Context: an optimization exercise on an open-source flow, tuned for small area and a short achievable clock period. The choices shown serve that exercise and are no tape-out recipe. Where RTL was checked, it was by simulation tests only, not by an equivalence proof against the original. Power is estimated from default activity; no workload was simulated.

Setup of P:
==> flow/design.v <==
module retire_trace_buffer #(
    parameter int DEPTH = 16
) (
    input  logic                   clk,
    input  logic                   reset,
    input  logic                   trace_en,
    input  logic [31:0]            pc,
    input  logic [31:0]            inst,
    input  logic                   rf_we,
    input  logic [4:0]             rf_waddr,
    input  logic [31:0]            rf_wdata,
    output logic                   overflow,
    output logic [15:0]            drop_count,
    input  logic                   clr_ovf,
    output logic [$clog2(DEPTH):0] level,
    output logic [31:0]            out_data,
    output logic                   out_valid,
    input  logic                   out_ready
);
    localparam int IDX_W = $clog2(DEPTH);
    localparam int LVL_W = IDX_W + 1;
    logic        armed_q;
    logic [31:0] pc_q;
    logic [31:0] inst_q;
    logic        wv_q;
    logic [4:0]  waddr_q;
    logic [31:0] wdata_q;
    logic [IDX_W-1:0] wr_q, rd_q;
    logic [LVL_W-1:0] level_q;
    logic [1:0]       wc_q;
    logic             valid_q;
    logic [31:0]      out_q;
    logic             overflow_q;
    logic [15:0]      drop_count_q;
    logic [31:0] pc_mem    [DEPTH];
    logic [31:0] inst_mem  [DEPTH];
    logic [4:0]  waddr_mem [DEPTH];
    logic [31:0] wdata_mem [DEPTH];
    logic        retire_s, wr_hit_s;
    logic [4:0]  ent_waddr_s;
    logic [31:0] ent_wdata_s;
    logic        full_s, one_s, accept_s, last_s, pop_s;
    logic        push_req_s, push_s, drop_s, wr_free_s;
    logic [LVL_W-1:0] level_d;
    logic        valid_d;
    logic [IDX_W-1:0] rd1_s;
    logic [31:0] next_pc_s, next_word_s, out_d;
    logic [4:0]  head_waddr_s;
    always_comb begin
        retire_s    = armed_q && (pc != pc_q);
        wr_hit_s    = rf_we && (rf_waddr != 5'd0);
        ent_waddr_s = wr_hit_s ? rf_waddr : (wv_q ? waddr_q : 5'd0);
        ent_wdata_s = wr_hit_s ? rf_wdata : (wv_q ? wdata_q : 32'd0);
        full_s     = level_q[IDX_W];
        one_s      = (level_q == LVL_W'(1));
        accept_s   = valid_q && out_ready;
        last_s     = (wc_q == 2'd3);
        pop_s      = accept_s && last_s;
        push_req_s = retire_s && trace_en;
        push_s     = push_req_s && (!full_s || pop_s);
        drop_s     = push_req_s && full_s && !pop_s;
        wr_free_s  = !full_s || pop_s;
        level_d = level_q;
        if (push_s && !pop_s)      level_d = level_q + LVL_W'(1);
        else if (pop_s && !push_s) level_d = level_q - LVL_W'(1);
        valid_d = push_s || (valid_q && !(pop_s && one_s));
        rd1_s        = rd_q + IDX_W'(1);
        next_pc_s    = pc_mem[rd1_s];
        head_waddr_s = waddr_mem[rd_q];
        case (wc_q)
            2'd0:    next_word_s = inst_mem[rd_q];
            2'd1:    next_word_s = {(head_waddr_s != 5'd0), 26'd0, head_waddr_s};
            default: next_word_s = wdata_mem[rd_q];
        endcase
        if (push_s && (!valid_q || (pop_s && one_s)))
            out_d = pc_q;                  
        else if (pop_s && !one_s)
            out_d = next_pc_s;             
        else if (accept_s && !last_s)
            out_d = next_word_s;           
        else if (valid_q && !accept_s)
            out_d = out_q;
        else
            out_d = 32'd0;
    end
    always_ff @(posedge clk or negedge reset) begin
        if (!reset) begin
            armed_q      <= 1'b0;
            wv_q         <= 1'b0;
            wr_q         <= '0;
            rd_q         <= '0;
            level_q      <= '0;
            wc_q         <= 2'd0;
            valid_q      <= 1'b0;
            out_q        <= 32'd0;
            overflow_q   <= 1'b0;
            drop_count_q <= 16'd0;
        end else begin
            armed_q <= 1'b1;
            wv_q    <= !retire_s && (wv_q || wr_hit_s);
            if (push_s) wr_q <= wr_q + IDX_W'(1);
            if (pop_s)  rd_q <= rd1_s;
            level_q <= level_d;
            if (pop_s)         wc_q <= 2'd0;
            else if (accept_s) wc_q <= wc_q + 2'd1;
            valid_q <= valid_d;
            out_q   <= out_d;
            if (clr_ovf) begin
                overflow_q   <= 1'b0;
                drop_count_q <= 16'd0;
            end else if (drop_s) begin
                overflow_q   <= 1'b1;
                if (drop_count_q != 16'hFFFF) drop_count_q <= drop_count_q + 16'd1;
            end
        end
    end
    always_ff @(posedge clk) begin
        pc_q <= pc;
        if (!armed_q || retire_s) inst_q <= inst;
        if (wr_hit_s) begin
            waddr_q <= rf_waddr;
            wdata_q <= rf_wdata;
        end
    end
    always_ff @(posedge clk) begin
        if (wr_free_s) begin
            pc_mem[wr_q]    <= pc_q;
            inst_mem[wr_q]  <= inst_q;
            waddr_mem[wr_q] <= ent_waddr_s;
            wdata_mem[wr_q] <= ent_wdata_s;
        end
    end
    assign out_valid  = valid_q;
    assign out_data   = out_q;
    assign overflow   = overflow_q;
    assign drop_count = drop_count_q;
    assign level      = level_q;
endmodule
Settings: LEC_CHECK=0, CAP_MARGIN=20, CORE_MARGIN=2, CORE_UTILIZATION=40, SLEW_MARGIN=20; clock period 5.5 ns.
run.sh (not shown) runs the stock make flow with config.mk's settings and CLKGATE_MAP_FILE= SYNTH_SCRIPT=/design/flow/synth_recipe.tcl, a recipe that flattens the netlist after the stock synthesis.
P: no failed stages, no open violations at the end
What Q does differently from P at the input level:
Settings: SETUP_SLACK_MARGIN now 3.0, previously not set.
Findings:
- Q: part of the total power dissipated in the clock network is 2.4 points lower than what P reported.
- Going from P to Q, worst hold slack went down by 0.15 ns; first-iteration DRC count increased by 1139 relative to the old numbers; DRC violations left about even.
- Across both runs, relative area of clock buffers and inverters in the final design was lower for Q than for P.
- Detail-routed net length per standard cell (P / Q): 0.935
For R, these inputs were changed with respect to Q:
Settings: ABC_AREA: unset -> 1.
## What came out
Summary of the comparison: arrival time reported for the critical path endpoint is lower in R, relative to Q.
Q leaves less setup margin than R.
Compared with Q, in R post-synthesis sequential area ratio dropped 3.1 points, vertical extent of the die climbed 2.1%, routed wire length climbed 46000 µm.
Delta (R minus Q): ratio of cells with drive above 1 in the final layout moved down; share of the cycle needed by the critical path after routing moved down.
For Q, the capturing instance or port of the critical path was out_q[23], unlike R, where it was out_data[14].
R vs Q: area of the core region up by a few percent
Both conditions hold for R: the flow ran to the end and the final layout passed the timing, DRC and antenna checks.
Re vias after detailed routing: R is 43% up on Q.
R: share of cell area taken by flip-flops and latches is 1.7 points lower than what Q reported.
No functional check of the RTL was part of any run of this note.

* * *

Setup of run A:
Another version of the RTL of retire_trace_buffer (not shown whole).
Size in the first run: roughly 3,700 cells after synthesis, about 1,800 flip-flops, ~160 I/O pins, ~66,000 µm² of cells after synthesis.
==> flow/config.mk <==
export PLATFORM = sky130hd
export DESIGN_NAME = retire_trace_buffer
export DESIGN_NICKNAME = retire_trace_buffer
export VERILOG_FILES = /design/flow/design.v
export SDC_FILE = /design/flow/constraint.sdc
export NUM_CORES = 4
export LEC_CHECK = 0
export CAP_MARGIN = 20
export CORE_MARGIN = 2
export CORE_UTILIZATION = 60
export CTS_CLUSTER_DIAMETER = 90
export CTS_CLUSTER_SIZE = 28
export SETUP_SLACK_MARGIN = 3.05
export SLEW_MARGIN = 20
==> flow/constraint.sdc <==
create_clock -name core_clock -period 5.5 [get_ports {clk}]
set_input_delay 1.1000 -clock core_clock [delete_from_list [all_inputs] [get_ports {clk}]]
set_output_delay 1.1000 -clock core_clock [all_outputs]
set_load 0.01 [all_outputs]
standard.sh (not shown) runs the stock make flow with config.mk's settings and CLKGATE_MAP_FILE= SYNTH_SCRIPT=/design/flow/synth_recipe.tcl, a recipe that flattens the netlist after the stock synthesis.
==> flow/flow/run.sh <==
#!/bin/bash
# The standard layout (the standard.sh, standard synthesis unchanged) with
# one change: the port buffers that global placement inserts are buf_2 cells
# instead of the delay-cell buffers buffer_ports picks by default.
set -euo pipefail
export BUFFER_PORTS_ARGS="-buffer_cell sky130_fd_sc_hd__buf_2"
bash standard.sh finish > flow_standard.log 2>&1
Input changes introduced in run B (baseline for comparison: run A):
Settings: CTS_CLUSTER_DIAMETER now 100, was 90; TNS_END_PERCENT now 5, previously not set; CTS_CLUSTER_SIZE now 30, was 28; SETUP_SLACK_MARGIN now 3.0, was 3.05.
## What came out
Looking at fraction of power spent switching nets, run B sits 0.19 points below run A.
Wire length of the first global-routing pass shrinks slightly when moving from run A to run B.
In the metrics for run B and run A, the one carrying the higher time the final worst path needs with I/O delays and setup is run B.
Total detailed-routing wirelength: run B lower than run A
Against run A, clock tree buffer count of the final layout in run B fell slightly.
Run B vs. run A: post-synthesis simple-gate area fraction about even; relative area of non-clock buffer cells in the final design moved down; post-route standard cell area excluding fillers has decreased.
Looking at combinational fraction of design power across run B and run A, the one that comes out lower is run B.
--- input diff run B..run C ---
Settings: SETUP_SLACK_MARGIN: 3.0 -> 3.2; TNS_END_PERCENT: 5 -> unset.
==> flow/run.sh (new file) <==
#!/bin/bash
# synth_recipe.tcl (not shown) runs the flow's synth.tcl, then flattens the netlist and writes it again
# the make line also repeats each setting of config.mk as NAME=value (left out here)
make -C /OpenROAD-flow-scripts/flow DESIGN_CONFIG=/design/flow/config.mk WORK_HOME=/design/flow/orfs CLKGATE_MAP_FILE= SYNTH_SCRIPT=/design/flow/synth_recipe.tcl finish
removed: flow/flow/run.sh
removed: flow/standard.sh
- The post-layout net count in run C was higher than what run B gave.
- The sequential share of layout area reported for run C is smaller than that of run B by 6.5 points.
- Compared with run B, run C is hungrier on power.
- [run C vs run B] total iterations of the first detailed-routing run: lower in run C

* * *

Starting RTL as in the previous note.
clock: 5.5 ns
lec_check: 0
cap_margin: 20
core_margin: 2
core_utilization: 60
cts_cluster_diameter: 100
cts_cluster_size: 30
setup_slack_margin: 3.0
slew_margin: 20
==> flow/flow/run.sh <==
#!/bin/bash
# The standard layout (the standard.sh, standard synthesis unchanged) with
# one change: the port buffers that global placement inserts are buf_2 cells
# instead of the delay-cell buffers buffer_ports picks by default.
set -euo pipefail
export BUFFER_PORTS_ARGS="-buffer_cell sky130_fd_sc_hd__buf_2"
bash standard.sh finish > flow_standard.log 2>&1
The starting point finished with timing, DRC and antenna clean.
Change:
Settings changed: GPL_ROUTABILITY_DRIVEN set to 0.
Effect: Power stays the same. Cell area stays the same. Setup slack stays the same. Cell count does not change. Hold slack does not change. Register-to-register slack barely changes.
Change:
Settings changed: CTS_BUF_LIST set to sky130_fd_sc_hd__clkbuf_8 sky130_fd_sc_hd__clkbuf_16, GPL_ROUTABILITY_DRIVEN 0 to unset.
Outcome: Setup slack hardly moves; utilization hardly moves; synthesized cell count stays the same; cell area is about the same; via count barely changes.
Change:
Settings changed: CORE_UTILIZATION 60 to 52, CTS_BUF_LIST sky130_fd_sc_hd__clkbuf_8 sky130_fd_sc_hd__clkbuf_16 to unset.
Outcome: The new run passed the timing, DRC and antenna checks; core utilization came out lower by 8.8 points; routed wire length came out higher by 0.79%; design area hardly moves; setup slack is worse by 0.041 ns; flip-flop and latch count does not change; synthesized cell count does not change; fmax came out lower by 1.6%; first-iteration DRC count came out higher by 8.3%.

[port drivers added, routing unchanged]
Ports are ideal in the flow. The routed layouts listed here were re-timed in OpenROAD.
Step 1 (the two cells are an assumption about what drives the block):
set clk [get_ports {clk}]
set_driving_cell -lib_cell sky130_fd_sc_hd__clkbuf_16 $clk
set_driving_cell -lib_cell sky130_fd_sc_hd__buf_2 [delete_from_list [all_inputs] $clk]
Step 2, shift: input delay + t, output delay - t, t = (earliest + latest rising clock arrival at the registers) / 2. This alone moves slack from input paths to output paths.
a / b / c = ideal ports / drivers / drivers and shift; a / b = the first two.
run | t, ns | setup WS [ns] | clock arrival spread, ns | worst slew at a driven data input, ns | pins driven straight from the clock port
P | 0.901 | 1.770 / 1.813 / 0.928 | 0.031 / 0.031 | 0.11 | 1
Q | 0.884 | 2.539 / 2.539 / 1.886 | 0.030 / 0.030 | 0.14 | 1
R | 0.901 | 2.943 / 2.855 / 2.121 | 0.037 / 0.037 | 0.13 | 1
run A | 0.764 | 2.963 / 2.945 / 2.249 | 0.044 / 0.044 | 0.16 | 1
run B | 0.768 | 2.817 / 2.854 / 2.111 | 0.039 / 0.038 | 0.14 | 1
run C | 0.769 | 3.000 / 2.944 / 2.244 | 0.029 / 0.030 | 0.18 | 1
the first run of note 3 | 0.780 | 2.956 / 2.960 / 2.213 | 0.026 / 0.027 | 0.17 | 1
the second run of note 3 | 0.780 | 2.956 / 2.960 / 2.213 | 0.026 / 0.027 | 0.17 | 1
the third run of note 3 | 0.778 | 2.957 / 2.961 / 2.215 | 0.030 / 0.029 | 0.16 | 1
the fourth run of note 3 | 0.756 | 2.916 / 2.916 / 2.249 | 0.033 / 0.033 | 0.06 | 1
After both steps setup and hold are still met in every run listed. For P, which loses most, drivers alone change the setup slack by +0.043 ns; drivers and shift together by -0.842 ns.
